Context: an optimization exercise on an open-source flow, tuned for small area. The choices shown serve that exercise and are no tape-out recipe.
Only simulation tests tie the RTL to the original design; equivalence was not proved.

==> run a <==
Design fta_resp_dispatch, start of the top module:
module fta_resp_dispatch #(
  parameter int PORTS = 4,
  parameter int DEPTH = 4
) (
  input  logic                     clk,
  input  logic                     rst,
  input  logic [184:0]             resp,
  input  logic [PORTS-1:0]         rdy,
  output logic [PORTS*185-1:0]     resp_o,
  output logic [PORTS-1:0]         ovf,
  output logic [7:0]               drop_cnt
);
  localparam int SW = $clog2(PORTS);
  localparam int PW = $clog2(DEPTH);
  localparam int CW = PW + 1;
  localparam logic [CW-1:0] FULL_CNT = CW'(DEPTH);
  fta_pkg::fta_cmd_response128_t bus_resp;
  logic [SW-1:0]        sel;
  fta_pkg::fta_cmd_response128_t wdata;
  logic [184:0]         head [PORTS];
  logic [PORTS-1:0]     drop;
  logic [PORTS-1:0]     ovf_q;
  logic [7:0]           drop_q;
  assign bus_resp = resp;
  assign sel = bus_resp.cid[SW-1:0];
  always_comb begin
    wdata       = bus_resp;
    wdata.ack   = 1'b1;
    wdata.stall = 1'b0;
    wdata.next  = 1'b0;
  end
  for (genvar p = 0; p < PORTS; p++) begin : g_port
    logic [184:0]         mem [DEPTH];
    logic [PW-1:0]        rd_ptr;
    logic [PW-1:0]        wr_ptr;
    logic [CW-1:0]        cnt;
    logic                 hit;
    logic                 pop;
    logic                 push;
    assign hit     = bus_resp.ack && (sel == SW'(p));
    assign pop     = (cnt != '0) && rdy[p];
    assign push    = hit && ((cnt != FULL_CNT) || pop);
    assign drop[p] = hit && !push;
    always_ff @(posedge clk or negedge rst) begin
      if (!rst) begin
        rd_ptr <= '0;
        wr_ptr <= '0;
        cnt    <= '0;
      end else begin
        if (pop)  rd_ptr <= rd_ptr + 1'b1;
        if (push) wr_ptr <= wr_ptr + 1'b1;
        if (push && !pop)      cnt <= cnt + 1'b1;
        else if (pop && !push) cnt <= cnt - 1'b1;
      end
    end
    always_ff @(posedge clk) begin
      if (push) mem[wr_ptr] <= wdata;
    end
    assign head[p] = (cnt != '0) ? mem[rd_ptr] : fta_pkg::RESP_IDLE;
  end
  always_ff @(posedge clk or negedge rst) begin
    if (!rst) begin
  ...
==> module fta_resp_dispatch, before the edit <==
module fta_resp_dispatch #(
  parameter int PORTS = 4,
  parameter int DEPTH = 4
) (
  input  logic                     clk,
  input  logic                     rst,
  input  logic [184:0]             resp,
  input  logic [PORTS-1:0]         rdy,
  output logic [PORTS*185-1:0]     resp_o,
  output logic [PORTS-1:0]         ovf,
  output logic [7:0]               drop_cnt
);
  localparam int SW = $clog2(PORTS);
  localparam int PW = $clog2(DEPTH);
  localparam int CW = PW + 1;
  localparam logic [CW-1:0] FULL_CNT = CW'(DEPTH);
  fta_pkg::fta_cmd_response128_t bus_resp;
  logic [SW-1:0]        sel;
  fta_pkg::fta_cmd_response128_t wdata;
  logic [184:0]         head [PORTS];
  logic [PORTS-1:0]     drop;
  logic [PORTS-1:0]     ovf_q;
  logic [7:0]           drop_q;
  assign bus_resp = resp;
  assign sel = bus_resp.cid[SW-1:0];
  always_comb begin
    wdata       = bus_resp;
    wdata.ack   = 1'b1;
    wdata.stall = 1'b0;
    wdata.next  = 1'b0;
  end
  for (genvar p = 0; p < PORTS; p++) begin : g_port
    logic [184:0]         mem [DEPTH];
    logic [PW-1:0]        rd_ptr;
    logic [PW-1:0]        wr_ptr;
    logic [CW-1:0]        cnt;
    logic                 hit;
    logic                 pop;
    logic                 push;
    assign hit     = bus_resp.ack && (sel == SW'(p));
    assign pop     = (cnt != '0) && rdy[p];
    assign push    = hit && ((cnt != FULL_CNT) || pop);
    assign drop[p] = hit && !push;
    always_ff @(posedge clk or negedge rst) begin
      if (!rst) begin
        rd_ptr <= '0;
        wr_ptr <= '0;
        cnt    <= '0;
      end else begin
        if (pop)  rd_ptr <= rd_ptr + 1'b1;
        if (push) wr_ptr <= wr_ptr + 1'b1;
        if (push && !pop)      cnt <= cnt + 1'b1;
        else if (pop && !push) cnt <= cnt - 1'b1;
      end
    end
    always_ff @(posedge clk) begin
      if (push) mem[wr_ptr] <= wdata;
    end
    assign head[p] = (cnt != '0) ? mem[rd_ptr] : fta_pkg::RESP_IDLE;
  end
  always_ff @(posedge clk or negedge rst) begin
    if (!rst) begin
      ovf_q  <= '0;
      drop_q <= '0;
    end else begin
      ovf_q <= ovf_q | drop;
      if ((|drop) && (drop_q != 8'hFF)) drop_q <= drop_q + 8'd1;
    end
  end
  always_comb begin
    for (int p = 0; p < PORTS; p++) resp_o[p*185 +: 185] = head[p];
  end
  assign ovf      = ovf_q;
  assign drop_cnt = drop_q;
endmodule
export LEC_CHECK = 0
export CAP_MARGIN = 20
export CORE_MARGIN = 2
export CORE_UTILIZATION = 40
export SLEW_MARGIN = 20
create_clock -name core_clock -period 6.0 [get_ports {clk}]
run.sh (not shown) runs the stock make flow with config.mk's settings and CLKGATE_MAP_FILE= SYNTH_SCRIPT=/design/flow/synth_recipe.tcl, a recipe that flattens the netlist after the stock synthesis.
==> run b (differences from run a) <==
==> flow/design.v (replaced) <==
package fta_pkg;
  typedef enum logic [1:0] {OKAY = 2'd0, SLVERR = 2'd1, DECERR = 2'd2, RETRY = 2'd3} fta_err_t;
  typedef struct packed {
    logic         ack;
    logic         stall;
    logic         next;
    fta_err_t     err;
    logic [3:0]   pri;
    logic [7:0]   cid;
    logic [7:0]   tid;
    logic [31:0]  adr;
    logic [127:0] dat;
  } fta_cmd_response128_t;
  localparam fta_cmd_response128_t RESP_IDLE = {1'b0, 1'b0, 1'b0, OKAY, 4'hF, 8'h00, 8'h00,
                                                32'h0, 128'h0};
endpackage
module fta_resp_dispatch #(
  parameter int PORTS = 4,
  parameter int DEPTH = 4
) (
  input  logic                     clk,
  input  logic                     rst,
  input  logic [184:0]             resp,
  input  logic [PORTS-1:0]         rdy,
  output logic [PORTS*185-1:0]     resp_o,
  output logic [PORTS-1:0]         ovf,
  output logic [7:0]               drop_cnt
);
  localparam int SW = $clog2(PORTS);
  localparam int NB = DEPTH - 1;   
  localparam int DW = 180;         
  logic [DW-1:0]    din;
  logic [SW-1:0]    sel;
  logic [PORTS-1:0] drop;
  logic [PORTS-1:0] ovf_q;
  logic [7:0]       drop_q;
  assign din = {resp[181:180], ~resp[179:176], resp[175:170], resp[167:0]};
  assign sel = resp[168 +: SW];
  for (genvar p = 0; p < PORTS; p++) begin : g_port
    logic [DW-1:0] mem [NB];
    logic [NB-1:0] bvld;      
    logic [NB-1:0] brp;       
    logic [NB-1:0] bwp;       
    logic [NB-1:0] bwe;
    logic [NB-1:0] bkeep;     
    logic [NB-1:0] take;      
    logic          hvld;      
    logic          hkeep;
    logic          hload;     
    logic [DW-1:0] head;
    logic          bne;
    logic          full;
    logic          hit;
    logic          pop;
    logic          push;
    assign bne     = |bvld;
    assign full    = hvld && (&bvld);
    assign hit     = resp[184] && (sel == SW'(p));
    assign pop     = hvld && rdy[p];
    assign push    = hit && (!full || pop);
    assign drop[p] = hit && !push;
    assign take    = brp & {NB{pop && bne}};
    assign hload   = push && (!hvld || (pop && !bne));
    assign hkeep   = hvld && !pop;
    assign bwe     = bwp & {NB{push && !hload}};
    assign bkeep   = bvld & ~bwe;
    always_ff @(posedge clk or negedge rst) begin
      if (!rst) begin
        hvld <= 1'b0;
        bvld <= '0;
        brp  <= NB'(1);
        bwp  <= NB'(1);
      end else begin
        hvld <= hkeep || hload || (pop && bne);
        bvld <= (bvld & ~take) | bwe;
        if (pop && bne) brp <= {brp[NB-2:0], brp[NB-1]};
        if (|bwe)       bwp <= {bwp[NB-2:0], bwp[NB-1]};
      end
    end
    for (genvar i = 0; i < NB; i++) begin : g_slot
      fta_resp_slot #(.DW(DW)) u_slot (.clk(clk), .keep(bkeep[i]), .we(bwe[i]), .din(din),
                                      .q(mem[i]));
    end
    fta_resp_head #(.DW(DW)) u_head (.clk(clk), .rst(rst), .keep(hkeep), .load(hload),
                                     .take(take), .din(din), .b0(mem[0]), .b1(mem[1]),
                                     .b2(mem[2]), .q(head));
    assign resp_o[p*185 +: 185] = {hvld, 2'b00, head[179:178], ~head[177:174], head[173:168],
                                   SW'(p) & {SW{hvld}}, head[167:0]};
  end
  always_ff @(posedge clk or negedge rst) begin
    if (!rst) begin
      ovf_q  <= '0;
      drop_q <= '0;
    end else begin
      ovf_q <= ovf_q | drop;
      if ((|drop) && (drop_q != 8'hFF)) drop_q <= drop_q + 8'd1;
    end
  end
  assign ovf      = ovf_q;
  assign drop_cnt = drop_q;
endmodule
module fta_resp_slot #(
  parameter int DW = 180
) (
  input  logic          clk,
  input  logic          keep,
  input  logic          we,
  input  logic [DW-1:0] din,
  output logic [DW-1:0] q
);
  always_ff @(posedge clk) begin
    q <= (q & {DW{keep}}) | (din & {DW{we}});
  end
endmodule
module fta_resp_head #(
  parameter int DW = 180
) (
  input  logic          clk,
  input  logic          rst,
  input  logic          keep,
  input  logic          load,
  input  logic [2:0]    take,
  input  logic [DW-1:0] din,
  input  logic [DW-1:0] b0,
  input  logic [DW-1:0] b1,
  input  logic [DW-1:0] b2,
  output logic [DW-1:0] q
);
  always_ff @(posedge clk or negedge rst) begin
    if (!rst) q <= '0;
    else      q <= (q & {DW{keep}}) | (din & {DW{load}}) | (b0 & {DW{take[0]}}) |
                   (b1 & {DW{take[1]}}) | (b2 & {DW{take[2]}});
  end
endmodule
==> flow/flow/run.sh (new file) <==
#!/bin/bash
# The standard layout (standard.sh: ORFS synth to finish), with two changes:
#  - the port buffers that buffer_ports inserts are buf_1 instead of the default cell;
#  - CTS uses clkbuf_8, clusters up to 16 sinks within 60 um and inserts no dummy loads.
# Each tool's output is in the ORFS logs under orfs/logs; make's output is in standard.log.
set -euo pipefail
export BUFFER_PORTS_ARGS="-buffer_cell sky130_fd_sc_hd__buf_1"
export CTS_ARGS="-sink_clustering_enable -repair_clock_nets -dont_use_dummy_load -sink_clustering_size 16 -sink_clustering_max_diameter 60 -buf_list sky130_fd_sc_hd__clkbuf_8"
bash standard.sh > standard.log 2>&1
mkdir -p tool_logs
cp -r orfs/logs/* tool_logs/ 2>/dev/null || true
==> flow/standard.sh (new file) <==
#!/bin/bash
# synth_recipe.tcl (not shown) runs the flow's synth.tcl, then flattens the netlist and writes it again
# the make line also repeats each setting of config.mk as NAME=value (left out here)
make -C /OpenROAD-flow-scripts/flow DESIGN_CONFIG=/design/flow/config.mk WORK_HOME=/design/flow/orfs CLKGATE_MAP_FILE= SYNTH_SCRIPT=/design/flow/synth_recipe.tcl "${@:-finish}"
- CORE_UTILIZATION: 40 -> 76
- SYNTH_HIERARCHICAL: not set -> 1
removed: flow/run.sh
==> flow_metrics.env <==
export IMPL_so_violations="slew limit"
export IMPL_num_rows=135
export IMPL_outcome="finished with violations"
export IMPL_avgSynthCellArea_sq_um=12.4
export IMPL_slew_viol_final=72
export IMPL_grt_pass1_wl_microns=532000
export IMPL_start_util_pct=76.7
(the above is from run b)
==> flow_metrics.env <==
export IMPL_start_util_pct=40.2
export IMPL_slew_viol_final=0
export IMPL_avgSynthCellArea_sq_um=23.3
export IMPL_outcome="no timing/DRC/antenna violations"
export IMPL_grt_pass1_wl_microns=424000
(the above is from run a)

-- what the ideal ports hide --
In the flow no input, the clock included, has a driving cell. The finished layouts below were timed again as built, in two steps.
Step 1 sets driving cells, clkbuf_16 on the clock port and buf_2 on the other inputs (assumed; they add their load-dependent delay and slew).
Step 2 adds t to the input delays and takes it off the output delays; t is the mean of the earliest and latest rising clock arrival at the registers after step 1. Input paths then give back, and output paths get back, about the clock's delay inside the block.
a / b / c = no drivers / after step 1 / after step 2; a / b = the first two.
run	t, ns	setup WS [ns]	hold slack, ns	worst setup path after step 2	worst slew at a driven data input, ns
run a	0.956	0.851 / 0.754 / 1.101	0.324 / 0.250 / 0.485	input to register	0.24
run b	1.046	2.516 / 2.516 / 1.544	0.371 / 0.316 / 0.436	input to register	0.33
For run b, which loses most, drivers alone change the setup slack by 0.000 ns; drivers and shift together by -0.972 ns.
